What follows belongs to an exercise in optimizing a design on an open flow for small area, a short achievable clock period and few clock cycles per item; a production flow would make more cautious choices.
Where RTL was checked, it was by simulation tests only, not by an equivalence proof against the original.
For runs 1 and 2, only the layout was checked, not whether the RTL still works.
Power figures rest on the tool's default switching activity, not on a simulated workload.

==> flow/design.v (outline; a module is shown in full before it is edited, if it fits) <==
// module channel_fir: 1059 lines
// module fm_fa: 9 lines
// module fm_ha: 8 lines
// module fm_frontend_top: 112 lines
module fm_frontend_top (
    input  logic                 clock,
    input  logic                 i_rst_n,
    input  logic                 i_in_wr_en,
    input  fm_sample_pkg::byte_t i_in_din,
    output logic                 o_in_full,
    input  logic                 i_out_rd_en,
    output fm_sample_pkg::iq_t   o_out_iq,
    output logic                 o_out_empty
);
  // ...
==> flow/flow/run.sh <==
#!/bin/bash
# The standard layout, with the port buffers the standard flow's flow inserts made
# from a plain buffer cell instead of the default pick (a delay buffer),
# and the timing repair steps aiming at a setup slack of 8.55 ns.
set -euo pipefail
bash standard.sh BUFFER_PORTS_ARGS="-buffer_cell sky130_fd_sc_hd__buf_2" SETUP_SLACK_MARGIN=8.55 finish > standard.log 2>&1
==> flow/standard.sh <==
#!/bin/bash
# synth_recipe.tcl (not shown) runs the flow's synth.tcl, then flattens the netlist and writes it again
# the make line also repeats each setting of config.mk as NAME=value (left out here)
make -C /OpenROAD-flow-scripts/flow DESIGN_CONFIG=/design/flow/config.mk WORK_HOME=/design/flow/orfs CLKGATE_MAP_FILE= SYNTH_SCRIPT=/design/flow/synth_recipe.tcl "${@:-finish}"
==> flow/config.mk <==
export PLATFORM = sky130hd
export DESIGN_NAME = fm_frontend_top
export DESIGN_NICKNAME = fm_frontend_top
export VERILOG_FILES = /design/flow/design.v
export SDC_FILE = /design/flow/constraint.sdc
export NUM_CORES = 4
export LEC_CHECK = 0
export CAP_MARGIN = 20
export CORE_MARGIN = 2
export CORE_UTILIZATION = 40
export CTS_BUF_LIST = sky130_fd_sc_hd__clkbuf_16
export CTS_CLUSTER_DIAMETER = 100
export CTS_CLUSTER_SIZE = 30
export SLEW_MARGIN = 20
export SYNTH_HIERARCHICAL = 1
export SYNTH_MINIMUM_KEEP_SIZE = 0
==> flow/constraint.sdc <==
create_clock -name core_clock -period 12.0 [get_ports {clock}]
set_input_delay 2.4000 -clock core_clock [delete_from_list [all_inputs] [get_ports {clock}]]
set_output_delay 2.4000 -clock core_clock [all_outputs]
set_load 0.01 [all_outputs]
==> key figures, run 1 <==
Floorplan
  • Die ar.: just under 80,000 um2
  • Chip height: between 200 and 300 um

Critical path
  • CP top delay family: flip-flops
  • R2R Setup Slk: around 8500 ps

Yosys
  • Post-synthesis register bit count: 917
  • Most used DFF post-synth: dfxtp_1
  • Combinational family with the most area after synthesis: adder cells

Outcome
  • Status: complete, no violations

Routing
  • Wire per inst: about 20 um
  • Initial drt markers: 690

STA
  • Minimum clock period: between 3000 and 4000 ps
  • Worst-Margin Slew: roughly 840 ps

CTS
  • CTS Buf Count: 39
  • CTS tree: yes
  • Root buffer cell: clkbuf_16
  • Clock Path Buffers: 3
  • H-tree level count: 2

Min path
  • Hold path start: fir_inst.ring_q[34][1]$_DFF_P_

Cells and area
  • Commonest non-fill, non-tap cell in the layout: dfxtp_1
  • Area-dominant class: flip-flops and latches

Pwr
  • Main power-consuming group: sequential cells
  • Switching part of the total: 0.3100
  • Logic pwr share: 0.287

GRT
  • GRT met1 Usage: 0.2000
  • Top Usage Layer GRT: met2
  • Grt met3 use: 0.01861
==> module fm_frontend_top, before the edit <==
module fm_frontend_top (
    input  logic                 clock,
    input  logic                 i_rst_n,
    input  logic                 i_in_wr_en,
    input  fm_sample_pkg::byte_t i_in_din,
    output logic                 o_in_full,
    input  logic                 i_out_rd_en,
    output fm_sample_pkg::iq_t   o_out_iq,
    output logic                 o_out_empty
);
    localparam int TAPS = 20;
    localparam int RING = 4 * (TAPS - 1);
    logic       full_q;          
    logic       fresh_q;         
    logic       sv_q;            
    logic [7:0] s_q;
    logic [1:0] nl_q;            
    logic [1:0] ln_q;            
    logic [6:0] p_q;             
    logic       u_q;             
    logic       lr_q;            
    logic [4:0]      nm_q;
    logic [1:0]      nr_q;
    logic [TAPS-2:0] mask_q;
    logic [6:0]      p_n;
    logic [4:0]      nm_n;
    logic [TAPS-2:0] nt_n;           
    logic [1:0]      nr_n;
    logic            mc_n;
    logic [19:0] sum;
    logic [19:0] lo_q;           
    logic [27:0] pi_q;           
    logic [27:0] ori_q, orq_q;
    logic        ov_q;
    logic        accept, pop;
    logic [27:0] y;
    logic        land;
    logic        f00, f01, f10, f11, ring_ok;
    assign accept = i_in_wr_en && !full_q;
    assign pop    = i_out_rd_en && ov_q;
    assign p_n  = (sv_q || accept || p_q == 7'(RING - 1)) ? 7'd0 : p_q + 7'd1;
    assign nr_n = nr_q + {1'b0, sv_q};
    assign nm_n = (sv_q && nr_q == 2'd3 && nm_q != 5'(TAPS - 1)) ? nm_q + 5'd1 : nm_q;
    for (genvar j = 0; j < TAPS - 1; j++) begin : g_nt
        assign nt_n[j] = (nm_n > 5'(j));
    end
    assign mc_n = (p_n == 7'(RING - 1)) ? (nr_n == 2'd3)
                : (p_n == 7'(RING - 2)) ? 1'b0
                : nr_n[1];
    channel_fir fir_inst (
        .clock  (clock),
        .i_sv   (sv_q),
        .i_s    (s_q),
        .i_din  (i_in_din),
        .i_mask (mask_q),
        .i_hi0  (!lr_q),
        .i_hi1  (nl_q[0]),
        .i_hi   (ln_q[0]),
        .i_lo_hi(lo_q[19:8]),
        .o_sum  (sum)
    );
    assign y    = {sum, lo_q[7:0]};
    assign land = sv_q && (ln_q == 2'd3);
    assign ring_ok = fresh_q || (!sv_q && p_q == 7'(RING - 2));
    assign f00 = !ring_ok || (nl_q == 2'd3 && u_q);
    assign f01 = !ring_ok;
    assign f10 = (nl_q == 2'd2) && u_q;
    assign f11 = 1'b0;
    always_ff @(posedge clock) begin
        s_q  <= i_in_din;
        ln_q <= nl_q;
        if (sv_q && !ln_q[0]) lo_q <= sum;
        if (sv_q && ln_q == 2'd1) pi_q <= y;
        if (land) begin
            ori_q <= pi_q;
            orq_q <= y;
        end
    end
    always_ff @(posedge clock) begin
        if (!i_rst_n) begin
            full_q  <= 1'b0;
            fresh_q <= 1'b1;
            sv_q    <= 1'b0;
            nl_q    <= 2'd0;
            p_q     <= 7'd0;
            u_q     <= 1'b0;
            lr_q    <= 1'b0;
            nm_q    <= 5'd0;
            nr_q    <= 2'd0;
            mask_q  <= '0;
            ov_q    <= 1'b0;
        end else begin
            sv_q    <= accept;
            fresh_q <= fresh_q && !accept;
            if (accept) nl_q <= nl_q + 2'd1;
            p_q     <= p_n;
            if (accept && nl_q == 2'd3) u_q <= 1'b1;
            else if (pop) u_q <= 1'b0;
            full_q  <= accept ? (pop ? f11 : f10) : (pop ? f01 : f00);
            lr_q    <= sv_q ? ln_q[0] : !lr_q;
            nr_q    <= nr_n;
            nm_q    <= nm_n;
            mask_q  <= nt_n | ({nt_n[TAPS-3:0], 1'b1} & {(TAPS-1){mc_n}});
            if (land) ov_q <= 1'b1;
            else if (pop) ov_q <= 1'b0;
        end
    end
    assign o_in_full   = full_q;
    assign o_out_empty = !ov_q;
    assign o_out_iq    = {{3{ori_q[27]}}, {3{ori_q[26]}}, ori_q[25:0],
                          {3{orq_q[27]}}, {3{orq_q[26]}}, orq_q[25:0]};
endmodule
==> inputs of run 2 (changes only) <==
--- a/flow/design.v
+++ b/flow/design.v
@@ -39,83 +39,82 @@
         32'h00000008,
         32'h00000001
     };
 endpackage
 `default_nettype wire
 `default_nettype none
 module channel_fir (
     input  logic          clock,
-    input  logic          i_sv,      
-    input  logic [7:0]    i_s,       
+    input  logic          i_take,    
     input  logic [7:0]    i_din,     
     input  logic [18:0]   i_mask,    
     input  logic          i_hi0,     
     input  logic          i_hi1,     
     input  logic          i_hi,      
     input  logic [11:0]   i_lo_hi,   
     output logic [19:0]   o_sum      
 );
     logic [7:0] ring_q [76];
     logic [97:0] pa_q;
     logic [19:0] pb_q [3];
     always_ff @(posedge clock) begin
-        ring_q[0] <= i_sv ? i_s : ring_q[75];
+        ring_q[0] <= i_take ? i_din : ring_q[75];
         for (int i = 1; i < 76; i++) begin
             ring_q[i] <= ring_q[i-1];
         end
     end
-    wire t1 = (ring_q[1][0] & i_mask[0]);
-    wire t2 = (ring_q[1][1] & i_mask[0]);
-    wire t3 = (ring_q[1][2] & i_mask[0]);
-    wire t4 = (ring_q[1][3] & i_mask[0]);
-    wire t5 = (ring_q[1][4] & i_mask[0]);
-    wire t6 = (ring_q[1][5] & i_mask[0]);
-    wire t7 = (ring_q[1][6] & i_mask[0]);
-    wire t8 = ((ring_q[1][7] & i_mask[0]) ^ i_hi0);
-    wire t9 = (ring_q[69][0] & i_mask[17]);
-    wire t10 = (ring_q[69][1] & i_mask[17]);
-    wire t11 = (ring_q[69][2] & i_mask[17]);
-    wire t12 = (ring_q[69][3] & i_mask[17]);
-    wire t13 = (ring_q[69][4] & i_mask[17]);
-    wire t14 = (ring_q[69][5] & i_mask[17]);
-    wire t15 = (ring_q[69][6] & i_mask[17]);
-    wire t16 = ((ring_q[69][7] & i_mask[17]) ^ i_hi0);
+    wire t1 = (ring_q[2][0] & i_mask[0]);
+    wire t2 = (ring_q[2][1] & i_mask[0]);
+    wire t3 = (ring_q[2][2] & i_mask[0]);
+    wire t4 = (ring_q[2][3] & i_mask[0]);
+    wire t5 = (ring_q[2][4] & i_mask[0]);
+    wire t6 = (ring_q[2][5] & i_mask[0]);
+    wire t7 = (ring_q[2][6] & i_mask[0]);
+    wire t8 = ((ring_q[2][7] & i_mask[0]) ^ i_hi0);
+    wire t9 = (ring_q[70][0] & i_mask[17]);
+    wire t10 = (ring_q[70][1] & i_mask[17]);
+    wire t11 = (ring_q[70][2] & i_mask[17]);
+    wire t12 = (ring_q[70][3] & i_mask[17]);
+    wire t13 = (ring_q[70][4] & i_mask[17]);
+    wire t14 = (ring_q[70][5] & i_mask[17]);
+    wire t15 = (ring_q[70][6] & i_mask[17]);
+    wire t16 = ((ring_q[70][7] & i_mask[17]) ^ i_hi0);
     logic s17, c18;
     fm_ha s17_ha (.i_a(t1), .i_b(t9), .o_s(s17), .o_c(c18));
     logic s19, c20;
     fm_fa s19_fa (.i_a(t2), .i_b(t10), .i_c(c18), .o_s(s19), .o_c(c20));
     logic s21, c22;
     fm_fa s21_fa (.i_a(t3), .i_b(t11), .i_c(c20), .o_s(s21), .o_c(c22));
     logic s23, c24;
     fm_fa s23_fa (.i_a(t4), .i_b(t12), .i_c(c22), .o_s(s23), .o_c(c24));
     logic s25, c26;
     fm_fa s25_fa (.i_a(t5), .i_b(t13), .i_c(c24), .o_s(s25), .o_c(c26));
     logic s27, c28;
     fm_fa s27_fa (.i_a(t6), .i_b(t14), .i_c(c26), .o_s(s27), .o_c(c28));
     logic s29, c30;
     fm_fa s29_fa (.i_a(t7), .i_b(t15), .i_c(c28), .o_s(s29), .o_c(c30));
     logic s31, c32;
     fm_fa s31_fa (.i_a(t8), .i_b(t16), .i_c(c30), .o_s(s31), .o_c(c32));
-    wire t33 = ~(ring_q[5][0] & i_mask[1]);
-    wire t34 = ~(ring_q[5][1] & i_mask[1]);
-    wire t35 = ~(ring_q[5][2] & i_mask[1]);
-    wire t36 = ~(ring_q[5][3] & i_mask[1]);
-    wire t37 = ~(ring_q[5][4] & i_mask[1]);
-    wire t38 = ~(ring_q[5][5] & i_mask[1]);
-    wire t39 = ~(ring_q[5][6] & i_mask[1]);
-    wire t40 = ~((ring_q[5][7] & i_mask[1]) ^ i_hi0);
-    wire t41 = ~(ring_q[65][0] & i_mask[16]);
-    wire t42 = ~(ring_q[65][1] & i_mask[16]);
-    wire t43 = ~(ring_q[65][2] & i_mask[16]);
-    wire t44 = ~(ring_q[65][3] & i_mask[16]);
-    wire t45 = ~(ring_q[65][4] & i_mask[16]);
-    wire t46 = ~(ring_q[65][5] & i_mask[16]);
-    wire t47 = ~(ring_q[65][6] & i_mask[16]);
-    wire t48 = ~((ring_q[65][7] & i_mask[16]) ^ i_hi0);
+    wire t33 = ~(ring_q[6][0] & i_mask[1]);
+    wire t34 = ~(ring_q[6][1] & i_mask[1]);
+    wire t35 = ~(ring_q[6][2] & i_mask[1]);
+    wire t36 = ~(ring_q[6][3] & i_mask[1]);
+    wire t37 = ~(ring_q[6][4] & i_mask[1]);
+    wire t38 = ~(ring_q[6][5] & i_mask[1]);
+    wire t39 = ~(ring_q[6][6] & i_mask[1]);
+    wire t40 = ~((ring_q[6][7] & i_mask[1]) ^ i_hi0);
+    wire t41 = ~(ring_q[66][0] & i_mask[16]);
+    wire t42 = ~(ring_q[66][1] & i_mask[16]);
+    wire t43 = ~(ring_q[66][2] & i_mask[16]);
+    wire t44 = ~(ring_q[66][3] & i_mask[16]);
+    wire t45 = ~(ring_q[66][4] & i_mask[16]);
+    wire t46 = ~(ring_q[66][5] & i_mask[16]);
+    wire t47 = ~(ring_q[66][6] & i_mask[16]);
+    wire t48 = ~((ring_q[66][7] & i_mask[16]) ^ i_hi0);
     logic s49, c50;
     assign s49 = t33 ^ t41 ^ 1'b1;
     assign c50 = (t33 & t41) | (1'b1 & (t33 ^ t41));
     logic s51, c52;
     fm_fa s51_fa (.i_a(t34), .i_b(t42), .i_c(c50), .o_s(s51), .o_c(c52));
     logic s53, c54;
     fm_fa s53_fa (.i_a(t35), .i_b(t43), .i_c(c52), .o_s(s53), .o_c(c54));
     logic s55, c56;
@@ -123,96 +122,96 @@
     logic s57, c58;
     fm_fa s57_fa (.i_a(t37), .i_b(t45), .i_c(c56), .o_s(s57), .o_c(c58));
     logic s59, c60;
     fm_fa s59_fa (.i_a(t38), .i_b(t46), .i_c(c58), .o_s(s59), .o_c(c60));
     logic s61, c62;
     fm_fa s61_fa (.i_a(t39), .i_b(t47), .i_c(c60), .o_s(s61), .o_c(c62));
     logic s63, c64;
     fm_fa s63_fa (.i_a(t40), .i_b(t48), .i_c(c62), .o_s(s63), .o_c(c64));
-    wire t65 = (ring_q[9][0] & i_mask[2]);
-    wire t66 = (ring_q[9][1] & i_mask[2]);
-    wire t67 = (ring_q[9][2] & i_mask[2]);
-    wire t68 = (ring_q[9][3] & i_mask[2]);
-    wire t69 = (ring_q[9][4] & i_mask[2]);
-    wire t70 = (ring_q[9][5] & i_mask[2]);
-    wire t71 = (ring_q[9][6] & i_mask[2]);
-    wire t72 = ((ring_q[9][7] & i_mask[2]) ^ i_hi0);
-    wire t73 = (ring_q[61][0] & i_mask[15]);
-    wire t74 = (ring_q[61][1] & i_mask[15]);
-    wire t75 = (ring_q[61][2] & i_mask[15]);
-    wire t76 = (ring_q[61][3] & i_mask[15]);
-    wire t77 = (ring_q[61][4] & i_mask[15]);
-    wire t78 = (ring_q[61][5] & i_mask[15]);
-    wire t79 = (ring_q[61][6] & i_mask[15]);
-    wire t80 = ((ring_q[61][7] & i_mask[15]) ^ i_hi0);
+    wire t65 = (ring_q[10][0] & i_mask[2]);
+    wire t66 = (ring_q[10][1] & i_mask[2]);
+    wire t67 = (ring_q[10][2] & i_mask[2]);
+    wire t68 = (ring_q[10][3] & i_mask[2]);
+    wire t69 = (ring_q[10][4] & i_mask[2]);
+    wire t70 = (ring_q[10][5] & i_mask[2]);
+    wire t71 = (ring_q[10][6] & i_mask[2]);
+    wire t72 = ((ring_q[10][7] & i_mask[2]) ^ i_hi0);
+    wire t73 = (ring_q[62][0] & i_mask[15]);
+    wire t74 = (ring_q[62][1] & i_mask[15]);
+    wire t75 = (ring_q[62][2] & i_mask[15]);
+    wire t76 = (ring_q[62][3] & i_mask[15]);
+    wire t77 = (ring_q[62][4] & i_mask[15]);
+    wire t78 = (ring_q[62][5] & i_mask[15]);
+    wire t79 = (ring_q[62][6] & i_mask[15]);
+    wire t80 = ((ring_q[62][7] & i_mask[15]) ^ i_hi0);
     logic s81, c82;
     fm_ha s81_ha (.i_a(t65), .i_b(t73), .o_s(s81), .o_c(c82));
     logic s83, c84;
     fm_fa s83_fa (.i_a(t66), .i_b(t74), .i_c(c82), .o_s(s83), .o_c(c84));
     logic s85, c86;
     fm_fa s85_fa (.i_a(t67), .i_b(t75), .i_c(c84), .o_s(s85), .o_c(c86));
     logic s87, c88;
     fm_fa s87_fa (.i_a(t68), .i_b(t76), .i_c(c86), .o_s(s87), .o_c(c88));
     logic s89, c90;
     fm_fa s89_fa (.i_a(t69), .i_b(t77), .i_c(c88), .o_s(s89), .o_c(c90));
     logic s91, c92;
     fm_fa s91_fa (.i_a(t70), .i_b(t78), .i_c(c90), .o_s(s91), .o_c(c92));
     logic s93, c94;
     fm_fa s93_fa (.i_a(t71), .i_b(t79), .i_c(c92), .o_s(s93), .o_c(c94));
     logic s95, c96;
     fm_fa s95_fa (.i_a(t72), .i_b(t80), .i_c(c94), .o_s(s95), .o_c(c96));
-    wire t97 = (ring_q[13][0] & i_mask[3]);
-    wire t98 = (ring_q[13][1] & i_mask[3]);
-    wire t99 = (ring_q[13][2] & i_mask[3]);
-    wire t100 = (ring_q[13][3] & i_mask[3]);
-    wire t101 = (ring_q[13][4] & i_mask[3]);
-    wire t102 = (ring_q[13][5] & i_mask[3]);
-    wire t103 = (ring_q[13][6] & i_mask[3]);
-    wire t104 = ((ring_q[13][7] & i_mask[3]) ^ i_hi0);
-    wire t105 = (ring_q[57][0] & i_mask[14]);
-    wire t106 = (ring_q[57][1] & i_mask[14]);
-    wire t107 = (ring_q[57][2] & i_mask[14]);
-    wire t108 = (ring_q[57][3] & i_mask[14]);
-    wire t109 = (ring_q[57][4] & i_mask[14]);
-    wire t110 = (ring_q[57][5] & i_mask[14]);
-    wire t111 = (ring_q[57][6] & i_mask[14]);
-    wire t112 = ((ring_q[57][7] & i_mask[14]) ^ i_hi0);
+    wire t97 = (ring_q[14][0] & i_mask[3]);
+    wire t98 = (ring_q[14][1] & i_mask[3]);
+    wire t99 = (ring_q[14][2] & i_mask[3]);
+    wire t100 = (ring_q[14][3] & i_mask[3]);
+    wire t101 = (ring_q[14][4] & i_mask[3]);
+    wire t102 = (ring_q[14][5] & i_mask[3]);
+    wire t103 = (ring_q[14][6] & i_mask[3]);
+    wire t104 = ((ring_q[14][7] & i_mask[3]) ^ i_hi0);
+    wire t105 = (ring_q[58][0] & i_mask[14]);
+    wire t106 = (ring_q[58][1] & i_mask[14]);
+    wire t107 = (ring_q[58][2] & i_mask[14]);
+    wire t108 = (ring_q[58][3] & i_mask[14]);
+    wire t109 = (ring_q[58][4] & i_mask[14]);
+    wire t110 = (ring_q[58][5] & i_mask[14]);
+    wire t111 = (ring_q[58][6] & i_mask[14]);
+    wire t112 = ((ring_q[58][7] & i_mask[14]) ^ i_hi0);
     logic s113, c114;
     fm_ha s113_ha (.i_a(t97), .i_b(t105), .o_s(s113), .o_c(c114));
     logic s115, c116;
     fm_fa s115_fa (.i_a(t98), .i_b(t106), .i_c(c114), .o_s(s115), .o_c(c116));
     logic s117, c118;
     fm_fa s117_fa (.i_a(t99), .i_b(t107), .i_c(c116), .o_s(s117), .o_c(c118));
     logic s119, c120;
     fm_fa s119_fa (.i_a(t100), .i_b(t108), .i_c(c118), .o_s(s119), .o_c(c120));
     logic s121, c122;
     fm_fa s121_fa (.i_a(t101), .i_b(t109), .i_c(c120), .o_s(s121), .o_c(c122));
     logic s123, c124;
     fm_fa s123_fa (.i_a(t102), .i_b(t110), .i_c(c122), .o_s(s123), .o_c(c124));
     logic s125, c126;
     fm_fa s125_fa (.i_a(t103), .i_b(t111), .i_c(c124), .o_s(s125), .o_c(c126));
     logic s127, c128;
     fm_fa s127_fa (.i_a(t104), .i_b(t112), .i_c(c126), .o_s(s127), .o_c(c128));
-    wire t129 = ~(ring_q[17][0] & i_mask[4]);
-    wire t130 = ~(ring_q[17][1] & i_mask[4]);
-    wire t131 = ~(ring_q[17][2] & i_mask[4]);
-    wire t132 = ~(ring_q[17][3] & i_mask[4]);
-    wire t133 = ~(ring_q[17][4] & i_mask[4]);
-    wire t134 = ~(ring_q[17][5] & i_mask[4]);
-    wire t135 = ~(ring_q[17][6] & i_mask[4]);
-    wire t136 = ~((ring_q[17][7] & i_mask[4]) ^ i_hi0);
-    wire t137 = ~(ring_q[53][0] & i_mask[13]);
-    wire t138 = ~(ring_q[53][1] & i_mask[13]);
-    wire t139 = ~(ring_q[53][2] & i_mask[13]);
-    wire t140 = ~(ring_q[53][3] & i_mask[13]);
-    wire t141 = ~(ring_q[53][4] & i_mask[13]);
-    wire t142 = ~(ring_q[53][5] & i_mask[13]);
-    wire t143 = ~(ring_q[53][6] & i_mask[13]);
-    wire t144 = ~((ring_q[53][7] & i_mask[13]) ^ i_hi0);
+    wire t129 = ~(ring_q[18][0] & i_mask[4]);
+    wire t130 = ~(ring_q[18][1] & i_mask[4]);
+    wire t131 = ~(ring_q[18][2] & i_mask[4]);
+    wire t132 = ~(ring_q[18][3] & i_mask[4]);
+    wire t133 = ~(ring_q[18][4] & i_mask[4]);
+    wire t134 = ~(ring_q[18][5] & i_mask[4]);
+    wire t135 = ~(ring_q[18][6] & i_mask[4]);
+    wire t136 = ~((ring_q[18][7] & i_mask[4]) ^ i_hi0);
+    wire t137 = ~(ring_q[54][0] & i_mask[13]);
+    wire t138 = ~(ring_q[54][1] & i_mask[13]);
+    wire t139 = ~(ring_q[54][2] & i_mask[13]);
+    wire t140 = ~(ring_q[54][3] & i_mask[13]);
+    wire t141 = ~(ring_q[54][4] & i_mask[13]);
+    wire t142 = ~(ring_q[54][5] & i_mask[13]);
+    wire t143 = ~(ring_q[54][6] & i_mask[13]);
+    wire t144 = ~((ring_q[54][7] & i_mask[13]) ^ i_hi0);
     logic s145, c146;
     assign s145 = t129 ^ t137 ^ 1'b1;
     assign c146 = (t129 & t137) | (1'b1 & (t129 ^ t137));
     logic s147, c148;
     fm_fa s147_fa (.i_a(t130), .i_b(t138), .i_c(c146), .o_s(s147), .o_c(c148));
     logic s149, c150;
     fm_fa s149_fa (.i_a(t131), .i_b(t139), .i_c(c148), .o_s(s149), .o_c(c150));
     logic s151, c152;
@@ -220,64 +219,64 @@
     logic s153, c154;
     fm_fa s153_fa (.i_a(t133), .i_b(t141), .i_c(c152), .o_s(s153), .o_c(c154));
     logic s155, c156;
     fm_fa s155_fa (.i_a(t134), .i_b(t142), .i_c(c154), .o_s(s155), .o_c(c156));
     logic s157, c158;
     fm_fa s157_fa (.i_a(t135), .i_b(t143), .i_c(c156), .o_s(s157), .o_c(c158));
     logic s159, c160;
     fm_fa s159_fa (.i_a(t136), .i_b(t144), .i_c(c158), .o_s(s159), .o_c(c160));
-    wire t161 = (ring_q[21][0] & i_mask[5]);
-    wire t162 = (ring_q[21][1] & i_mask[5]);
-    wire t163 = (ring_q[21][2] & i_mask[5]);
-    wire t164 = (ring_q[21][3] & i_mask[5]);
-    wire t165 = (ring_q[21][4] & i_mask[5]);
-    wire t166 = (ring_q[21][5] & i_mask[5]);
-    wire t167 = (ring_q[21][6] & i_mask[5]);
-    wire t168 = ((ring_q[21][7] & i_mask[5]) ^ i_hi0);
-    wire t169 = (ring_q[49][0] & i_mask[12]);
-    wire t170 = (ring_q[49][1] & i_mask[12]);
-    wire t171 = (ring_q[49][2] & i_mask[12]);
-    wire t172 = (ring_q[49][3] & i_mask[12]);
-    wire t173 = (ring_q[49][4] & i_mask[12]);
-    wire t174 = (ring_q[49][5] & i_mask[12]);
-    wire t175 = (ring_q[49][6] & i_mask[12]);
-    wire t176 = ((ring_q[49][7] & i_mask[12]) ^ i_hi0);
+    wire t161 = (ring_q[22][0] & i_mask[5]);
+    wire t162 = (ring_q[22][1] & i_mask[5]);
+    wire t163 = (ring_q[22][2] & i_mask[5]);
+    wire t164 = (ring_q[22][3] & i_mask[5]);
+    wire t165 = (ring_q[22][4] & i_mask[5]);
+    wire t166 = (ring_q[22][5] & i_mask[5]);
+    wire t167 = (ring_q[22][6] & i_mask[5]);
+    wire t168 = ((ring_q[22][7] & i_mask[5]) ^ i_hi0);
+    wire t169 = (ring_q[50][0] & i_mask[12]);
+    wire t170 = (ring_q[50][1] & i_mask[12]);
+    wire t171 = (ring_q[50][2] & i_mask[12]);
+    wire t172 = (ring_q[50][3] & i_mask[12]);
+    wire t173 = (ring_q[50][4] & i_mask[12]);
+    wire t174 = (ring_q[50][5] & i_mask[12]);
+    wire t175 = (ring_q[50][6] & i_mask[12]);
+    wire t176 = ((ring_q[50][7] & i_mask[12]) ^ i_hi0);
     logic s177, c178;
     fm_ha s177_ha (.i_a(t161), .i_b(t169), .o_s(s177), .o_c(c178));
     logic s179, c180;
     fm_fa s179_fa (.i_a(t162), .i_b(t170), .i_c(c178), .o_s(s179), .o_c(c180));
     logic s181, c182;
     fm_fa s181_fa (.i_a(t163), .i_b(t171), .i_c(c180), .o_s(s181), .o_c(c182));
     logic s183, c184;
     fm_fa s183_fa (.i_a(t164), .i_b(t172), .i_c(c182), .o_s(s183), .o_c(c184));
     logic s185, c186;
     fm_fa s185_fa (.i_a(t165), .i_b(t173), .i_c(c184), .o_s(s185), .o_c(c186));
     logic s187, c188;
     fm_fa s187_fa (.i_a(t166), .i_b(t174), .i_c(c186), .o_s(s187), .o_c(c188));
     logic s189, c190;
     fm_fa s189_fa (.i_a(t167), .i_b(t175), .i_c(c188), .o_s(s189), .o_c(c190));
     logic s191, c192;
     fm_fa s191_fa (.i_a(t168), .i_b(t176), .i_c(c190), .o_s(s191), .o_c(c192));
-    wire t193 = ~(ring_q[25][0] & i_mask[6]);
-    wire t194 = ~(ring_q[25][1] & i_mask[6]);
-    wire t195 = ~(ring_q[25][2] & i_mask[6]);
-    wire t196 = ~(ring_q[25][3] & i_mask[6]);
-    wire t197 = ~(ring_q[25][4] & i_mask[6]);
-    wire t198 = ~(ring_q[25][5] & i_mask[6]);
-    wire t199 = ~(ring_q[25][6] & i_mask[6]);
-    wire t200 = ~((ring_q[25][7] & i_mask[6]) ^ i_hi0);
-    wire t201 = ~(ring_q[45][0] & i_mask[11]);
-    wire t202 = ~(ring_q[45][1] & i_mask[11]);
-    wire t203 = ~(ring_q[45][2] & i_mask[11]);
-    wire t204 = ~(ring_q[45][3] & i_mask[11]);
-    wire t205 = ~(ring_q[45][4] & i_mask[11]);
-    wire t206 = ~(ring_q[45][5] & i_mask[11]);
-    wire t207 = ~(ring_q[45][6] & i_mask[11]);
-    wire t208 = ~((ring_q[45][7] & i_mask[11]) ^ i_hi0);
+    wire t193 = ~(ring_q[26][0] & i_mask[6]);
+    wire t194 = ~(ring_q[26][1] & i_mask[6]);
+    wire t195 = ~(ring_q[26][2] & i_mask[6]);
+    wire t196 = ~(ring_q[26][3] & i_mask[6]);
+    wire t197 = ~(ring_q[26][4] & i_mask[6]);
+    wire t198 = ~(ring_q[26][5] & i_mask[6]);
+    wire t199 = ~(ring_q[26][6] & i_mask[6]);
+    wire t200 = ~((ring_q[26][7] & i_mask[6]) ^ i_hi0);
+    wire t201 = ~(ring_q[46][0] & i_mask[11]);
+    wire t202 = ~(ring_q[46][1] & i_mask[11]);
+    wire t203 = ~(ring_q[46][2] & i_mask[11]);
+    wire t204 = ~(ring_q[46][3] & i_mask[11]);
+    wire t205 = ~(ring_q[46][4] & i_mask[11]);
+    wire t206 = ~(ring_q[46][5] & i_mask[11]);
+    wire t207 = ~(ring_q[46][6] & i_mask[11]);
+    wire t208 = ~((ring_q[46][7] & i_mask[11]) ^ i_hi0);
     logic s209, c210;
     assign s209 = t193 ^ t201 ^ 1'b1;
     assign c210 = (t193 & t201) | (1'b1 & (t193 ^ t201));
     logic s211, c212;
     fm_fa s211_fa (.i_a(t194), .i_b(t202), .i_c(c210), .o_s(s211), .o_c(c212));
     logic s213, c214;
     fm_fa s213_fa (.i_a(t195), .i_b(t203), .i_c(c212), .o_s(s213), .o_c(c214));
     logic s215, c216;
@@ -285,32 +284,32 @@
     logic s217, c218;
     fm_fa s217_fa (.i_a(t197), .i_b(t205), .i_c(c216), .o_s(s217), .o_c(c218));
     logic s219, c220;
     fm_fa s219_fa (.i_a(t198), .i_b(t206), .i_c(c218), .o_s(s219), .o_c(c220));
     logic s221, c222;
     fm_fa s221_fa (.i_a(t199), .i_b(t207), .i_c(c220), .o_s(s221), .o_c(c222));
     logic s223, c224;
     fm_fa s223_fa (.i_a(t200), .i_b(t208), .i_c(c222), .o_s(s223), .o_c(c224));
-    wire t225 = (ring_q[29][0] & i_mask[7]);
-    wire t226 = (ring_q[29][1] & i_mask[7]);
-    wire t227 = (ring_q[29][2] & i_mask[7]);
-    wire t228 = (ring_q[29][3] & i_mask[7]);
-    wire t229 = (ring_q[29][4] & i_mask[7]);
-    wire t230 = (ring_q[29][5] & i_mask[7]);
-    wire t231 = (ring_q[29][6] & i_mask[7]);
-    wire t232 = ((ring_q[29][7] & i_mask[7]) ^ i_hi0);
-    wire t233 = (ring_q[41][0] & i_mask[10]);
-    wire t234 = (ring_q[41][1] & i_mask[10]);
-    wire t235 = (ring_q[41][2] & i_mask[10]);
-    wire t236 = (ring_q[41][3] & i_mask[10]);
-    wire t237 = (ring_q[41][4] & i_mask[10]);
-    wire t238 = (ring_q[41][5] & i_mask[10]);
-    wire t239 = (ring_q[41][6] & i_mask[10]);
-    wire t240 = ((ring_q[41][7] & i_mask[10]) ^ i_hi0);
+    wire t225 = (ring_q[30][0] & i_mask[7]);
+    wire t226 = (ring_q[30][1] & i_mask[7]);
+    wire t227 = (ring_q[30][2] & i_mask[7]);
+    wire t228 = (ring_q[30][3] & i_mask[7]);
+    wire t229 = (ring_q[30][4] & i_mask[7]);
+    wire t230 = (ring_q[30][5] & i_mask[7]);
+    wire t231 = (ring_q[30][6] & i_mask[7]);
+    wire t232 = ((ring_q[30][7] & i_mask[7]) ^ i_hi0);
+    wire t233 = (ring_q[42][0] & i_mask[10]);
+    wire t234 = (ring_q[42][1] & i_mask[10]);
+    wire t235 = (ring_q[42][2] & i_mask[10]);
+    wire t236 = (ring_q[42][3] & i_mask[10]);
+    wire t237 = (ring_q[42][4] & i_mask[10]);
+    wire t238 = (ring_q[42][5] & i_mask[10]);
+    wire t239 = (ring_q[42][6] & i_mask[10]);
+    wire t240 = ((ring_q[42][7] & i_mask[10]) ^ i_hi0);
     logic s241, c242;
     fm_ha s241_ha (.i_a(t225), .i_b(t233), .o_s(s241), .o_c(c242));
     logic s243, c244;
     fm_fa s243_fa (.i_a(t226), .i_b(t234), .i_c(c242), .o_s(s243), .o_c(c244));
     logic s245, c246;
     fm_fa s245_fa (.i_a(t227), .i_b(t235), .i_c(c244), .o_s(s245), .o_c(c246));
     logic s247, c248;
     fm_fa s247_fa (.i_a(t228), .i_b(t236), .i_c(c246), .o_s(s247), .o_c(c248));
@@ -326,32 +325,32 @@
     wire i258 = ~s243;
     wire i259 = ~s245;
     wire i260 = ~s247;
     wire i261 = ~s249;
     wire i262 = ~s251;
     wire i263 = ~s253;
     wire i264 = ~s255;
     wire i265 = ~c256;
-    wire t266 = (ring_q[33][0] & i_mask[8]);
-    wire t267 = (ring_q[33][1] & i_mask[8]);
-    wire t268 = (ring_q[33][2] & i_mask[8]);
-    wire t269 = (ring_q[33][3] & i_mask[8]);
-    wire t270 = (ring_q[33][4] & i_mask[8]);
-    wire t271 = (ring_q[33][5] & i_mask[8]);
-    wire t272 = (ring_q[33][6] & i_mask[8]);
-    wire t273 = ((ring_q[33][7] & i_mask[8]) ^ i_hi0);
-    wire t274 = (ring_q[37][0] & i_mask[9]);
-    wire t275 = (ring_q[37][1] & i_mask[9]);
-    wire t276 = (ring_q[37][2] & i_mask[9]);
-    wire t277 = (ring_q[37][3] & i_mask[9]);
-    wire t278 = (ring_q[37][4] & i_mask[9]);
-    wire t279 = (ring_q[37][5] & i_mask[9]);
-    wire t280 = (ring_q[37][6] & i_mask[9]);
-    wire t281 = ((ring_q[37][7] & i_mask[9]) ^ i_hi0);
+    wire t266 = (ring_q[34][0] & i_mask[8]);
+    wire t267 = (ring_q[34][1] & i_mask[8]);
+    wire t268 = (ring_q[34][2] & i_mask[8]);
+    wire t269 = (ring_q[34][3] & i_mask[8]);
+    wire t270 = (ring_q[34][4] & i_mask[8]);
+    wire t271 = (ring_q[34][5] & i_mask[8]);
+    wire t272 = (ring_q[34][6] & i_mask[8]);
+    wire t273 = ((ring_q[34][7] & i_mask[8]) ^ i_hi0);
+    wire t274 = (ring_q[38][0] & i_mask[9]);
+    wire t275 = (ring_q[38][1] & i_mask[9]);
+    wire t276 = (ring_q[38][2] & i_mask[9]);
+    wire t277 = (ring_q[38][3] & i_mask[9]);
+    wire t278 = (ring_q[38][4] & i_mask[9]);
+    wire t279 = (ring_q[38][5] & i_mask[9]);
+    wire t280 = (ring_q[38][6] & i_mask[9]);
+    wire t281 = ((ring_q[38][7] & i_mask[9]) ^ i_hi0);
     logic s282, c283;
     fm_ha s282_ha (.i_a(t266), .i_b(t274), .o_s(s282), .o_c(c283));
     logic s284, c285;
     fm_fa s284_fa (.i_a(t267), .i_b(t275), .i_c(c283), .o_s(s284), .o_c(c285));
     logic s286, c287;
     fm_fa s286_fa (.i_a(t268), .i_b(t276), .i_c(c285), .o_s(s286), .o_c(c287));
     logic s288, c289;
     fm_fa s288_fa (.i_a(t269), .i_b(t277), .i_c(c287), .o_s(s288), .o_c(c289));
@@ -367,24 +366,24 @@
     wire i299 = ~s284;
     wire i300 = ~s286;
     wire i301 = ~s288;
     wire i302 = ~s290;
     wire i303 = ~s292;
     wire i304 = ~s294;
     wire i305 = ~s296;
     wire i306 = ~c297;
-    wire t307 = (ring_q[73][0] & i_mask[18]);
-    wire t308 = (ring_q[73][1] & i_mask[18]);
-    wire t309 = (ring_q[73][2] & i_mask[18]);
-    wire t310 = (ring_q[73][3] & i_mask[18]);
-    wire t311 = (ring_q[73][4] & i_mask[18]);
-    wire t312 = (ring_q[73][5] & i_mask[18]);
-    wire t313 = (ring_q[73][6] & i_mask[18]);
-    wire t314 = ((ring_q[73][7] & i_mask[18]) ^ i_hi0);
+    wire t307 = (ring_q[74][0] & i_mask[18]);
+    wire t308 = (ring_q[74][1] & i_mask[18]);
+    wire t309 = (ring_q[74][2] & i_mask[18]);
+    wire t310 = (ring_q[74][3] & i_mask[18]);
+    wire t311 = (ring_q[74][4] & i_mask[18]);
+    wire t312 = (ring_q[74][5] & i_mask[18]);
+    wire t313 = (ring_q[74][6] & i_mask[18]);
+    wire t314 = ((ring_q[74][7] & i_mask[18]) ^ i_hi0);
     wire i315 = ~i_hi0;
     logic s316, c317;
     assign s316 = 1'b1 ^ t313 ^ s177;
     assign c317 = (1'b1 & t313) | (s177 & (1'b1 ^ t313));
     logic s318, c319;
     fm_fa s318_fa (.i_a(i_hi0), .i_b(t314), .i_c(s179), .o_s(s318), .o_c(c319));
     logic s320, c321;
     fm_fa s320_fa (.i_a(s284), .i_b(s245), .i_c(s149), .o_s(s320), .o_c(c321));
@@ -1130,71 +1129,66 @@
     output fm_sample_pkg::iq_t   o_out_iq,
     output logic                 o_out_empty
 );
     localparam int TAPS = 20;
     localparam int RING = 4 * (TAPS - 1);
     logic       full_q;          
     logic       fresh_q;         
     logic       sv_q;            
-    logic [7:0] s_q;
     logic [1:0] nl_q;            
     logic [1:0] ln_q;            
     logic [6:0] p_q;             
     logic       u_q;             
     logic       lr_q;            
     logic [4:0]      nm_q;
     logic [1:0]      nr_q;
     logic [TAPS-2:0] mask_q;
     logic [6:0]      p_n;
     logic [4:0]      nm_n;
     logic [TAPS-2:0] nt_n;           
     logic [1:0]      nr_n;
     logic            mc_n;
     logic [19:0] sum;
     logic [19:0] lo_q;           
-    logic [27:0] pi_q;           
-    logic [27:0] ori_q, orq_q;
+    logic [26:0] pi_q;           
+    logic [26:0] ori_q, orq_q;
     logic        ov_q;
     logic        accept, pop;
-    logic [27:0] y;
+    logic [26:0] y;
     logic        land;
     logic        f00, f01, f10, f11, ring_ok;
     assign accept = i_in_wr_en && !full_q;
     assign pop    = i_out_rd_en && ov_q;
-    assign p_n  = (sv_q || accept || p_q == 7'(RING - 1)) ? 7'd0 : p_q + 7'd1;
-    assign nr_n = nr_q + {1'b0, sv_q};
-    assign nm_n = (sv_q && nr_q == 2'd3 && nm_q != 5'(TAPS - 1)) ? nm_q + 5'd1 : nm_q;
+    assign p_n  = (accept || p_q == 7'(RING - 1)) ? 7'd0 : p_q + 7'd1;
+    assign nr_n = nr_q + {1'b0, accept};
+    assign nm_n = (accept && nr_q == 2'd3 && nm_q != 5'(TAPS - 1)) ? nm_q + 5'd1 : nm_q;
     for (genvar j = 0; j < TAPS - 1; j++) begin : g_nt
         assign nt_n[j] = (nm_n > 5'(j));
     end
-    assign mc_n = (p_n == 7'(RING - 1)) ? (nr_n == 2'd3)
-                : (p_n == 7'(RING - 2)) ? 1'b0
-                : nr_n[1];
+    assign mc_n = (p_n != 7'(RING - 1)) && (nr_n == 2'd3);
     channel_fir fir_inst (
         .clock  (clock),
-        .i_sv   (sv_q),
-        .i_s    (s_q),
+        .i_take (accept),
         .i_din  (i_in_din),
         .i_mask (mask_q),
-        .i_hi0  (!lr_q),
+        .i_hi0  (lr_q),
         .i_hi1  (nl_q[0]),
         .i_hi   (ln_q[0]),
         .i_lo_hi(lo_q[19:8]),
         .o_sum  (sum)
     );
-    assign y    = {sum, lo_q[7:0]};
+    assign y    = {sum[18:0], lo_q[7:0]};
     assign land = sv_q && (ln_q == 2'd3);
-    assign ring_ok = fresh_q || (!sv_q && p_q == 7'(RING - 2));
+    assign ring_ok = fresh_q || (p_q == 7'(RING - 1));
     assign f00 = !ring_ok || (nl_q == 2'd3 && u_q);
     assign f01 = !ring_ok;
     assign f10 = (nl_q == 2'd2) && u_q;
     assign f11 = 1'b0;
     always_ff @(posedge clock) begin
-        s_q  <= i_in_din;
         ln_q <= nl_q;
         if (sv_q && !ln_q[0]) lo_q <= sum;
         if (sv_q && ln_q == 2'd1) pi_q <= y;
         if (land) begin
             ori_q <= pi_q;
             orq_q <= y;
         end
     end
@@ -1214,22 +1208,21 @@
         end else begin
             sv_q    <= accept;
             fresh_q <= fresh_q && !accept;
             if (accept) nl_q <= nl_q + 2'd1;
             p_q     <= p_n;
             if (accept && nl_q == 2'd3) u_q <= 1'b1;
             else if (pop) u_q <= 1'b0;
             full_q  <= accept ? (pop ? f11 : f10) : (pop ? f01 : f00);
-            lr_q    <= sv_q ? ln_q[0] : !lr_q;
+            lr_q    <= accept ? nl_q[0] : !lr_q;
             nr_q    <= nr_n;
             nm_q    <= nm_n;
             mask_q  <= nt_n | ({nt_n[TAPS-3:0], 1'b1} & {(TAPS-1){mc_n}});
             if (land) ov_q <= 1'b1;
             else if (pop) ov_q <= 1'b0;
         end
     end
     assign o_in_full   = full_q;
     assign o_out_empty = !ov_q;
-    assign o_out_iq    = {{3{ori_q[27]}}, {3{ori_q[26]}}, ori_q[25:0],
-                          {3{orq_q[27]}}, {3{orq_q[26]}}, orq_q[25:0]};
+    assign o_out_iq    = {{5{ori_q[26]}}, ori_q, {5{orq_q[26]}}, orq_q};
 endmodule
 `default_nettype wire
==> flow/flow/run.sh (replaced) <==
#!/bin/bash
# The standard layout, with the port buffers the standard flow's flow inserts made
# from a plain buffer cell instead of the default pick (a delay buffer),
# and the timing repair steps aiming at a setup slack of 8.4 ns.
set -euo pipefail
bash standard.sh BUFFER_PORTS_ARGS="-buffer_cell sky130_fd_sc_hd__buf_2" SETUP_SLACK_MARGIN=8.4 finish > standard.log 2>&1
==> flow/config.mk (replaced) <==
export PLATFORM = sky130hd
export DESIGN_NAME = fm_frontend_top
export DESIGN_NICKNAME = fm_frontend_top
export VERILOG_FILES = /design/flow/design.v
export SDC_FILE = /design/flow/constraint.sdc
export NUM_CORES = 4
export LEC_CHECK = 0
export CAP_MARGIN = 20
export CORE_MARGIN = 2
export CORE_UTILIZATION = 65
export CTS_BUF_LIST = sky130_fd_sc_hd__clkbuf_16
export CTS_CLUSTER_DIAMETER = 100
export CTS_CLUSTER_SIZE = 30
export PLACE_DENSITY = 0.8
export SLEW_MARGIN = 20
export SYNTH_HIERARCHICAL = 1
export SYNTH_MINIMUM_KEEP_SIZE = 0
==> run 2 against run 1 <==
  * Critical endpoint is now o_out_iq[26]
  * Clock skew rose by 9.4 ps
  * Via count rose by 0.68%
  * Global-route usage rose by 9.7 points
  * Still clean on timing, DRC and antenna
  * Maximum frequency fell by 1.9%
  * Die area fell by 39%
  * Critical path depth did not move
  * Count of clock-buffer cells in the layout fell by 3
  * First-iteration DRC count rose by 38%
  * Hold slack improved by 7.9 ps
  * Design area fell by 4.0%
  * Wire length fell by 2.5%
  * Clock power fell by 9%
  * Highest routed layer unchanged
==> key figures, run 2 <==
Critical path
  • Critical path arrival: 1250 ps (was 1190 ps)
  • R2R Path Start: fir_inst.pa_q[73]$_DFF_P_ (was fir_inst.pa_q[33]$_DFF_P_)
  • Reg2Reg Depth: 6 (unchanged)
  • Worst-path maximum fanout: 6 (was 3)
  • Worst Path Required: 9600 ps (about the same)
  • CP peak stage delay: 480 ps (was 420 ps)
  • Slowest stage cell on the critical path: edfxtp_1 (unchanged)
  • Setup crit start kind: flip-flop (unchanged)
  • R2R Setup Slk: 8440 ps (was 8490 ps)
  • CP Capture Type: primary output (unchanged)
  • Worst Setup Path Type: flip-flop to primary output (unchanged)
  • CP Cell Sequence: buf_2 (unchanged)
  • CP top delay family: flip-flops (unchanged)
  • Crit path buffers/inverters: 1 (unchanged)
  • Worst reg2reg path endpoint: fir_inst.pb_q[1][9]$_DFF_P_ (unchanged)

STA
  • Worst-Margin Slew: 721.3 ps (was 841.1 ps)
  • Minimum clock period: 3655 ps (was 3586 ps)
  • RSZ-0062 raised after global routing: true (unchanged)
  • Fmax: 273.6 MHz (was 278.8 MHz)
  • Final Setup Violations: 0 (unchanged)
  • Relative slew margins: 0.5191 (was 0.4379)
  • Worst setup margin: 8345 ps (was 8414 ps)
  • Final period utilization: 0.3045 (was 0.2989)
  • Fin. Hold Viols: 0 (unchanged)
  • Worst Clk Skew: 32.37 ps (was 22.94 ps)
  • Final hold slack: 323.4 ps (was 315.5 ps)
  • Fin Setup TNS: 0 ps (unchanged)
  • Slew Limit Fails: 0 (unchanged)

Floorplan
  • # rows: 78 (was 100)
  • Initial Util: 0.6545 (was 0.4026)
  • Die width: 217.3 um (was 277.3 um)
  • Chip height: 217.3 um (was 277.3 um)
  • Die ar.: 47,220 um2 (was 76,880 um2)
  • Ports: 78 (unchanged)
  • CORE AREA: 45,190 um2 (was 74,200 um2)

Yosys
  • Post-Synth XOR/XNOR Area: 0.01299 (was 0.01311)
  • Syn avg cell area: 16.27 um2 (was 16.31 um2)
  • Post-synthesis register bit count: 906 (was 917)
  • Synth cell count leaders: dfxtp_1, fa_1, and2_1 (unchanged)
  • Adder-Cell Fraction of Synth Area: 0.2457 (was 0.2437)
  • Yosys cell types: 74 (was 75)
  • Mapped Area: 29,580 um2 (was 29,870 um2)
  • Most used DFF post-synth: dfxtp_1 (unchanged)
  • Top cell type by total area after synthesis: dfxtp_1 (unchanged)
  • Count leader, synth: dfxtp_1 (unchanged)
  • Warnings, synthesis: 12 (unchanged)
  • Post-synth net total: 2,217 (was 2,231)
  • Combinational family with the most area after synthesis: adder cells (unchanged)
  • Compound-Gate Fraction of Synth Area: 0.02631 (was 0.02614)
  • Post-synth EDFFs: 101 (was 104)
  • Sequential share of the synthesized area: 0.6474 (was 0.6494)
  • Post-synth top area share: 0.5449 (was 0.5448)
  • Synth area leaders: dfxtp_1, fa_1, edfxtp_1 (unchanged)
  • Async SR Flop Fraction: 0 (unchanged)
  • Multiplexer fraction of the synthesized cell area: 0.004400 (was 0.004021)
  • Simple-Gate Fraction of Synth Area: 0.05127 (was 0.05190)
  • Gate Count Post-Synth: 1,818 (was 1,831)

Min path
  • Hold depth: 0 (unchanged)
  • Hold EP: fir_inst.ring_q[74][4]$_DFF_P_ (was fir_inst.ring_q[35][1]$_DFF_P_)
  • Hold path start: fir_inst.ring_q[73][4]$_DFF_P_ (was fir_inst.ring_q[34][1]$_DFF_P_)
  • HP Class: flip-flop to flip-flop (unchanged)

GRT
  • Total grt overflow: 0 (unchanged)
  • Largest net degree at the start of global routing: 55 (was 58)
  • GRT Overall Usage: 0.2492 (was 0.1527)
  • Initial antenna violation count: 1 (was 0)
  • Global-route wire length before repair: 85.91 mm (was 87.57 mm)
  • Vias in the first global route: 14,510 (was 14,470)

CTS
  • CTS Buf Count: 36 (was 39)
  • Post-CTS Hold Buffers: 0 (unchanged)
  • Root buffer cell: clkbuf_16 (unchanged)
  • CTS tree: yes (unchanged)
  • H-tree level count: 2 (unchanged)
  • Clk slew on worst S/H paths: 120 ps (was 110 ps)
  • Sinks on Clock Net: 906 (was 917)
  • Clock latency on the worst-skew pair: 600 ps (about the same)
  • Clock Path Buffers: 3 (unchanged)

Cells and area
  • Top flop regs: fir_inst.ring_q x608, fir_inst.pa_q x98, fir_inst.pb_q x56 (unchanged)
  • Commonest cells after routing, fill and taps aside: dfxtp_1, fa_1, and2_1, edfxtp_1, nand2_1 (was dfxtp_1, fa_1, and2_1, fa_2, edfxtp_1)
  • Sequential Area: 19,270 um2 (was 19,610 um2)
  • Final cell count without fillers: 2,538 (was 2,943)
  • Biggest register: fir_inst.ring_q (unchanged)
  • Core Util, Final: 0.7087 (was 0.4494)
  • Fillcell total: 2,771 (was 6,472)
  • Synth-to-Final Area Change: 8.275% (was 11.62%)
  • Nets: 2,329 (was 2,360)
  • Cell area after layout: 32,020 um2 (was 33,340 um2)
  • Share of cells above drive strength 1: 0.1497 (was 0.1981)
  • Area of the multi-input gates: 10,260 um2 (was 10,470 um2)
  • Max reg flops: 608 (unchanged)
  • Commonest non-fill, non-tap cell in the layout: dfxtp_1 (unchanged)

Pwr
  • Pwr Total: 6.662 mW (was 7.225 mW)
  • Power per Cell Area: 208.0 nW/um2 (was 216.7 nW/um2)
  • Leak: 12.71 nW (was 12.85 nW)
  • Maximum vdd ir drop: 213.8 uV (was 137.0 uV)

Outcome
  • Status: complete, no violations (unchanged)

Routing
  • Vias: 13,270 (was 13,180)
  • Routed Antenna Nets: 0 (unchanged)
  • Initial drt markers: 949 (was 690)
  • Vias/cell: 5.228 (was 4.478)
  • Final WL: 56.17 mm (was 57.62 mm)
  • Wire per inst: 22.13 um (was 19.58 um)
  • Drt drc: 0 (unchanged)
  • DRT Pass-1 Iters: 5 (was 7)

Placed design
  • Dpl hpwl: 42.68 mm (was 44.65 mm)
  • Port Buf Inserts: 77 (unchanged)
  • Inst Count DP: 2,475 (was 2,857)
  • Placer Congestion: 0.8906 (was 0.8813)
  • Pre-CTS setup slack: 7547 ps (was 7706 ps)
  • Placed inst area: 30,670 um2 (was 31,460 um2)

Flow run
  • Max-Cap Viols: 0 (unchanged)
==> run 2: how the worst max path moves through the flow <==
| stage | start | end | cells past startpoint |
|---|---|---|---|
| 6_report | orq_q[26]$_DFFE_PP_ | o_out_iq[26] | 1 |
| 5_1_grt | orq_q[26]$_DFFE_PP_ | o_out_iq[26] | 1 |
| 4_1_cts | orq_q[26]$_DFFE_PP_ | o_out_iq[26] | 1 |
| 3_3_place_gp | i_in_wr_en | mask_q[10]$_SDFF_PN0_ | 7 |
| 2_1_floorplan | i_in_din[7] | fir_inst.pb_q[1][9]$_DFF_P_ | 4 |
| 3_5_place_dp | i_in_wr_en | mask_q[13]$_SDFF_PN0_ | 7 |
==> run 2: power by group <==
group,internal (mW),switching (mW)
clock,0.571,0.863
sequential,3.45,0.0951
combinational,0.689,0.993
==> run 2: cells by family (layout without fill, tap and decap cells) <==
family	after synthesis	count (layout)
AOI/OAI and AO/OA	109	109
and+or+nand+nor	280	280
xor gates and xnor gates	43	43
other	1	2
muxes	12	12
buffers and inverters	80	199
DFF	906	906
adders and majority gates	387	387
==> run 2: per-layer routing <==
metal | wire [um] | vias up | global-route usage
met5 | 0 | - | 0
met4 | 1279 | 0 | 0.06370
met3 | 1849 | 79 | 0.03173
met2 | 28630 | 278 | 0.4319
met1 | 24410 | 6857 | 0.3375
li1 | - | 6054 | -
==> run 2: area by class of cell <==
type	instances	area share
inverters	56	0.006564
multi-input cells	832	0.3204
flip-flops and latches	906	0.6017
repair buffers	98	0.01696
well taps	600	0.02344
diodes	1	0.00007814
clock buffers	37	0.02891
clock inverters	8	0.001993
==> run 2: worst register-to-register path, delay by kind of cell, from the launching register on <==
kind	cells	cell delay, ps
adder cells (fa/ha/maj)	6	2880
flip-flops	1	550
==> run 2: timing repair <==
action | CTS | global route
pin swaps | 5 | 5
buffers inserted | 15 | 2
resized for setup | 80 | 42
setup endpoints to repair | 58 | 45
hold endpoints to repair | 0 | 0
==> run 2: modules after synthesis, one instance, submodules excluded <==
module           cells inside  copies in the design  flip-flops and latches  area (um2)
fm_ha                       1                    33                       0       12.51
fm_frontend_top           321                     1                     144        5067
channel_fir              1142                     1                     762       17650
fm_fa                       1                   322                       0       20.02
==> inputs of run 3 (changes only) <==
--- a/flow/design.v
+++ b/flow/design.v
@@ -1151,7 +1151,7 @@
     logic [19:0] lo_q;           
-    logic [26:0] pi_q;           
-    logic [26:0] ori_q, orq_q;
+    logic [27:0] pi_q;           
+    logic [27:0] ori_q, orq_q;
     logic        ov_q;
     logic        accept, pop;
-    logic [26:0] y;
+    logic [27:0] y;
     logic        land;
@@ -1178,3 +1178,3 @@
     );
-    assign y    = {sum[18:0], lo_q[7:0]};
+    assign y    = {sum, lo_q[7:0]};
     assign land = sv_q && (ln_q == 2'd3);
@@ -1225,3 +1225,4 @@
     assign o_out_empty = !ov_q;
-    assign o_out_iq    = {{5{ori_q[26]}}, ori_q, {5{orq_q[26]}}, orq_q};
+    assign o_out_iq    = {{3{ori_q[27]}}, {3{ori_q[26]}}, ori_q[25:0],
+                          {3{orq_q[27]}}, {3{orq_q[26]}}, orq_q[25:0]};
 endmodule
--- a/flow/config.mk
+++ b/flow/config.mk
@@ -7,2 +7,3 @@
 export LEC_CHECK = 0
+export ABC_AREA = 1
 export CAP_MARGIN = 20
==> run 3 against run 2 <==
  * Still clean
  * Sequential share of layout area decreased by 0.77 points
  * Register-to-register slack about the same
  * Wire length increased by 4.9%
  * Synthesized cell count increased by 15%
  * Total power increased by 10%
  * Sequential power increased by 2%
  * Clock skew decreased by 3.1 ps
  * Largest cell class unchanged
  * Highest routed layer is now met5
==> key figures, run 3 <==
Outcome
  • Status: complete, no violations (unchanged)

Placed design
  • Port Buf Inserts: 77 (unchanged)
  • Placer Congestion: 0.8981 (was 0.8906)
  • Dpl hpwl: 45.30 mm (was 42.68 mm)
  • Inst Count DP: 2,730 (was 2,475)

Cells and area
  • Final cell count without fillers: 2,805 (was 2,538)
  • Max reg flops: 608 (unchanged)
  • Commonest cells after routing, fill and taps aside: dfxtp_1, nand2_1, fa_1, inv_1, edfxtp_1 (was dfxtp_1, fa_1, and2_1, edfxtp_1, nand2_1)
  • Biggest register: fir_inst.ring_q (unchanged)
  • Commonest non-fill, non-tap cell in the layout: dfxtp_1 (unchanged)
  • Nets: 2,593 (was 2,329)
  • Share of cells above drive strength 1: 0.1379 (was 0.1497)
  • Synth-to-Final Area Change: 8.146% (was 8.275%)
  • Top flop regs: fir_inst.ring_q x608, fir_inst.pa_q x98, fir_inst.pb_q x56 (unchanged)

Floorplan
  • Ports: 78 (unchanged)
  • Chip height: 219.3 um (was 217.3 um)
  • # rows: 78 (unchanged)
  • Die width: 219.3 um (was 217.3 um)
  • Initial Util: 0.6609 (was 0.6545)
  • CORE AREA: 45,580 um2 (was 45,190 um2)
  • Die ar.: 48,080 um2 (was 47,220 um2)

Routing
  • DRT Pass-1 Iters: 8 (was 5)
  • Initial drt markers: 773 (was 949)
  • Wire per inst: 21.00 um (was 22.13 um)
  • Drt drc: 0 (unchanged)
  • WL met1: 24.93 mm (was 24.41 mm)
  • Metal3 WL: 2.228 mm (was 1.849 mm)
  • Met2 wire len: 30.19 mm (was 28.63 mm)
  • Max layer used: met5 (was met4)
  • Vias/cell: 5.081 (was 5.228)
  • Routed Antenna Nets: 0 (unchanged)
  • Final WL: 58.90 mm (was 56.17 mm)
  • Vias: 14,250 (was 13,270)

Yosys
  • Sequential share of the synthesized area: 0.6387 (was 0.6474)
  • Warnings, synthesis: 12 (unchanged)
  • Async SR Flop Fraction: 0 (unchanged)
  • Post-synth net total: 2,488 (was 2,217)
  • Most used DFF post-synth: dfxtp_1 (unchanged)
  • Post-synth EDFFs: 104 (was 101)
  • Top cell type by total area after synthesis: dfxtp_1 (unchanged)
  • Synth cell count leaders: dfxtp_1, fa_1, nand2_1 (was dfxtp_1, fa_1, and2_1)
  • Gate Count Post-Synth: 2,089 (was 1,818)
  • Yosys cell types: 40 (was 74)
  • Post-synth top area share: 0.5350 (was 0.5449)
  • Mapped Area: 30,120 um2 (was 29,580 um2)
  • Count leader, synth: dfxtp_1 (unchanged)
  • Syn avg cell area: 14.42 um2 (was 16.27 um2)
  • Synth area leaders: dfxtp_1, fa_1, edfxtp_1 (unchanged)
  • Post-synthesis register bit count: 909 (was 906)

Critical path
  • Worst Setup Path Type: flip-flop to primary output (unchanged)
  • CP Cell Sequence: buf_2 (unchanged)
  • Critical Path Start: orq_q[27]$_DFFE_PP_ (was orq_q[26]$_DFFE_PP_)
  • Crit path buffers/inverters: 1 (unchanged)
  • CP peak stage delay: 460 ps (was 480 ps)
  • Setup crit start kind: flip-flop (unchanged)
  • R2R Path Start: mask_q[15]$_SDFF_PN0_ (was fir_inst.pa_q[73]$_DFF_P_)
  • CP top delay family: flip-flops (unchanged)
  • Worst Path Required: 9600 ps (about the same)
  • CP Capture Type: primary output (unchanged)
  • Slowest stage cell on the critical path: edfxtp_1 (unchanged)
  • Worst-path maximum fanout: 3 (was 6)
  • Critical path arrival: 1250 ps (about the same)

Pwr
  • Pwr Total: 7.327 mW (was 6.662 mW)
  • Maximum vdd ir drop: 175.0 uV (was 213.8 uV)
  • Power per Cell Area: 224.9 nW/um2 (was 208.0 nW/um2)
  • Leak: 14.09 nW (was 12.71 nW)

STA
  • Fin Setup TNS: 0 ps (unchanged)
  • Worst-Margin Slew: 1041 ps (was 721.3 ps)
  • Fin. Hold Viols: 0 (unchanged)
  • Worst Clk Skew: 29.29 ps (was 32.37 ps)
  • Final hold slack: 325.8 ps (was 323.4 ps)
  • Relative slew margins: 0.3049 (was 0.5191)
  • Fmax: 274.1 MHz (was 273.6 MHz)
  • Slew Limit Fails: 0 (unchanged)
  • Minimum clock period: 3649 ps (was 3655 ps)
  • Final Setup Violations: 0 (unchanged)
  • Final period utilization: 0.3041 (was 0.3045)
  • RSZ-0062 raised after global routing: true (unchanged)

GRT
  • Initial antenna violation count: 2 (was 1)
  • Vias in the first global route: 15,400 (was 14,510)
  • Total grt overflow: 0 (unchanged)
  • Global-route wire length before repair: 89.71 mm (was 85.91 mm)
  • Largest net degree at the start of global routing: 57 (was 55)
  • GRT Overall Usage: 0.2564 (was 0.2492)

CTS
  • CTS Buf Count: 37 (was 36)
  • Clk slew on worst S/H paths: 110 ps (was 120 ps)
  • CTS tree: yes (unchanged)
  • Clock latency on the worst-skew pair: 610 ps (was 600 ps)
  • Sinks on Clock Net: 909 (was 906)
  • H-tree level count: 2 (unchanged)
  • Root buffer cell: clkbuf_16 (unchanged)
  • Clock Path Buffers: 3 (unchanged)

Min path
  • Hold path start: fir_inst.ring_q[20][5]$_DFF_P_ (was fir_inst.ring_q[73][4]$_DFF_P_)
  • HP Class: flip-flop to flip-flop (unchanged)

Flow run
  • Max-Cap Viols: 0 (unchanged)
[run 3: layout make-up]
type / count / area, um2
inverters: 210 / 793.3
fillers: 2852 / 13000
clock buffers: 37 / 925.9
diodes: 1 / 2.502
repair buffers: 104 / 588.1
multi-input cells: 932 / 10020
well taps: 600 / 750.7
clock inverters: 12 / 145.1
flip-flops and latches: 909 / 19350
[run 3: through the flow]
step	utilization	cell area [um2]	setup WS (ps)
6_report	0.7147	32580	8351
4_1_cts	0.7122	32460	8325
5_1_grt	0.7147	32570	8311
2_1_floorplan	-	30160	8201
3_5_place_dp	0.6826	31110	7734
3_3_place_gp	0.6826	31110	7805
[run 3: routing by layer]
| layer | vias up | track usage |
|---|---|---|
| met5 | - | 0 |
| met4 | 2 | 0.06892 |
| met3 | 95 | 0.03146 |
| met2 | 289 | 0.4525 |
| met1 | 7279 | 0.3376 |
| li1 | 6586 | - |
[run 3: final timing paths]
check | endpoint | slack [ps] | depth (start not counted)
max | o_out_iq[31] | 8350 | 1
min | fir_inst.ring_q[21][5]$_DFF_P_ | 330 | 0
max reg2reg | fir_inst.pa_q[68]$_DFF_P_ | 8430 | 10
min reg2reg | fir_inst.ring_q[21][5]$_DFF_P_ | 330 | 0
[run 3: logic make-up (layout without fill, tap and decap cells)]
group	after synthesis	after routing	share of synthesized area
compound gates	47	47	0.01001
flops	909	909	0.6387
other cells	1	2	0.0001245
mux	8	8	0.002991
simple gates	458	458	0.06509
fa+ha+maj	387	387	0.2413
xor+xnor	31	31	0.009014
buf+inv	248	363	0.03281
[run 3: per-module statistics from Yosys (local to each module, per instance)]
module           flip-flops and latches  area (um2)  cells
fm_ha                                 0       12.51      1
channel_fir                         762       18050   1355
fm_fa                                 0       20.02      1
fm_frontend_top                     147        5211    379
[run 3: power breakdown]
part           internal (mW)  switching, mW
Sequential              3.52          0.110
Combinational          0.800           1.40
Clock                  0.586          0.910
[run 3: timing repair]
item | in CTS | in global routing
pin swaps | 1 | 1
gates resized for setup | 69 | 34
hold endpoints to repair | 0 | 0
hold buffers | 0 | 0
setup endpoints to repair | 44 | 46
buffers inserted | 19 | 6
Testbench counts of run 3, summed over its fixed seeds: cycles 8,208, items 2,048.
==> inputs of run 4 (changes only) <==
--- a/flow/config.mk
+++ b/flow/config.mk
@@ -7,3 +7,2 @@
 export LEC_CHECK = 0
-export ABC_AREA = 1
 export CAP_MARGIN = 20
==> run 4 against run 3 <==
  * Still clean
  * Cell count down 9.5%
  * First-iteration DRC count grew 6.5%
  * Clock power fell by 4%
  * Largest power group unchanged
  * Highest routed layer is now met4
==> key figures, run 4 <==
Critical path
  • CP Cell Sequence: buf_2 (unchanged)
  • Slowest stage cell on the critical path: edfxtp_1 (unchanged)
  • CP Capture Type: primary output (unchanged)
  • Crit path buffers/inverters: 1 (unchanged)
  • Worst-path maximum fanout: 3 (unchanged)
  • Critical path arrival: 1220 ps (was 1250 ps)
  • Worst Setup Path Type: flip-flop to primary output (unchanged)

GRT
  • GRT met1 Usage: 0.3248 (was 0.3376)
  • GRT Overall Usage: 0.2514 (was 0.2564)
  • M2 GR Usage: 0.4403 (was 0.4525)
  • Total grt overflow: 0 (unchanged)

Yosys
  • Simple-Gate Fraction of Synth Area: 0.05087 (was 0.06509)
  • Multiplexer fraction of the synthesized cell area: 0.005159 (was 0.002991)
  • Post-synthesis register bit count: 909 (unchanged)
  • Syn avg cell area: 16.28 um2 (was 14.42 um2)
  • Post-Synth XOR/XNOR Area: 0.01294 (was 0.009014)
  • Combinational family with the most area after synthesis: adder cells (unchanged)
  • Sequential share of the synthesized area: 0.6502 (was 0.6387)
  • Post-synth EDFFs: 104 (unchanged)
  • Yosys cell types: 68 (was 40)
  • Warnings, synthesis: 12 (unchanged)

Routing
  • Initial drt markers: 823 (was 773)
  • Drt drc: 0 (unchanged)
  • Vias/cell: 5.288 (was 5.081)
  • Final WL: 57.07 mm (was 58.90 mm)
  • Wire per inst: 22.48 um (was 21.00 um)

Cells and area
  • Fillcell total: 2,799 (was 2,852)
  • Final cell count without fillers: 2,539 (was 2,805)
  • Top flop regs: fir_inst.ring_q x608, fir_inst.pa_q x98, fir_inst.pb_q x56 (unchanged)
  • Commonest non-fill, non-tap cell in the layout: dfxtp_1 (unchanged)

Pwr
  • Leak: 12.66 nW (was 14.09 nW)
  • Switching part of the total: 0.2949 (was 0.3302)
  • Maximum vdd ir drop: 221.8 uV (was 175.0 uV)
  • Power per Cell Area: 211.2 nW/um2 (was 224.9 nW/um2)

STA
  • RSZ-0062 raised after global routing: true (unchanged)
  • Worst setup margin: 8376 ps (was 8351 ps)
  • Fin Setup TNS: 0 ps (unchanged)
  • Slew Limit Fails: 0 (unchanged)
  • Final Setup Violations: 0 (unchanged)

Placed design
  • Inst Count DP: 2,477 (was 2,730)
  • Pre-CTS setup slack: 7725 ps (was 7734 ps)
  • Port Buf Inserts: 77 (unchanged)

Outcome
  • Status: complete, no violations (unchanged)

CTS
  • Clock Path Buffers: 3 (unchanged)
  • CTS Buf Count: 36 (was 37)
  • Clock latency on the worst-skew pair: 590 ps (was 610 ps)
  • Clk slew on worst S/H paths: 100 ps (was 110 ps)

Floorplan
  • Die width: 217.4 um (was 219.3 um)
  • Initial Util: 0.6548 (was 0.6609)
-- run 4: changes by cell type after synthesis, sizes merged, moves of 14 or more --
cell / before / now
xor2: 28 / 14
nand3: 41 / 17
clkbuf: 23 / 9
nand2: 338 / 80
xnor2: 3 / 28
inv: 209 / 53
nor2: 59 / 31
and2: 2 / 114
-- run 4: per-stage QoR --
step	area, um2	util
floorplan	29670	-
global placement	30720	0.6799
detailed placement	30720	0.6799
CTS	31980	0.7078
global route	32110	0.7106
finish	32110	0.7106
-- run 4: final cells by class --
type	count	area [um2]	area share
Sequential cell	909	19350	0.6028
Multi-Input combinational cell	834	10240	0.3190
Clock buffer	38	950.9	0.02962
Tap cell	600	750.7	0.02338
Timing Repair Buffer	96	540.5	0.01683
Inverter	54	210.2	0.006547
Clock inverter	8	56.30	0.001754
-- run 4: what timing repair did --
item / in CTS / in global routing
resized for setup: 71 / 48
pin swaps: 3 / 3
hold buffers: 0 / 0
buffers inserted: 13 / 3
setup endpoints to repair: 33 / 54
-- run 4: cell families (layout without fill, tap and decap cells) --
logic type,count (synthesis),in the layout
buffers and inverters,74,196
adder cells (fa/ha/maj),387,387
XOR/XNOR,42,42
AO/OA/AOI/OAI,108,108
flip-flops,909,909
AND/OR/NAND/NOR,282,282
multiplexers,14,14
other,1,1
-- run 4: power groups by stage --
stage	Sequential, mW	Combinational [mW]	Clock, mW
4_1_cts	3.58	1.76	1.46
3_5_place_dp	3.65	1.75	0
5_1_grt	3.59	2.00	1.58
3_3_place_gp	3.64	1.70	0
6_report	3.57	1.77	1.44
2_1_floorplan	3.60	1.29	0
-- run 4: path summary, 6_finish.rpt --
path                                        from                        endpoint  slack (ps)  depth (start not counted)
setup / recovery             ori_q[26]$_DFFE_PP_                    o_out_iq[58]        8380                          1
hold / removal    fir_inst.ring_q[24][3]$_DFF_P_  fir_inst.ring_q[25][3]$_DFF_P_         330                          0
setup reg to reg            mask_q[1]$_SDFF_PN0_       fir_inst.pa_q[73]$_DFF_P_        8440                         10
hold reg to reg   fir_inst.ring_q[24][3]$_DFF_P_  fir_inst.ring_q[25][3]$_DFF_P_         330                          0
-- run 4: worst register-to-register path, cell delays in order, from the launching register on --
cell and delay [ps]:
dfxtp_4 410, and2_1 140, ha_1 160, inv_1 50
fa_1 380, fa_2 350, fa_2 350, fa_2 380
fa_2 370, fa_1 400, fa_1 460
-- run 4: Yosys stat by module (local to each module, per instance) --
module           flip-flops and latches  times used  area [um2]
channel_fir                         762           1       17650
fm_fa                                 0         322       20.02
fm_frontend_top                     147           1        5081
fm_ha                                 0          33       12.51
-- run 4: routing by layer --
layer  wire [um]  vias up
met4        1894        0
met2       29120      359
met3        2545      103
li1            -     6052
met1       23510     6912
met5           0        -
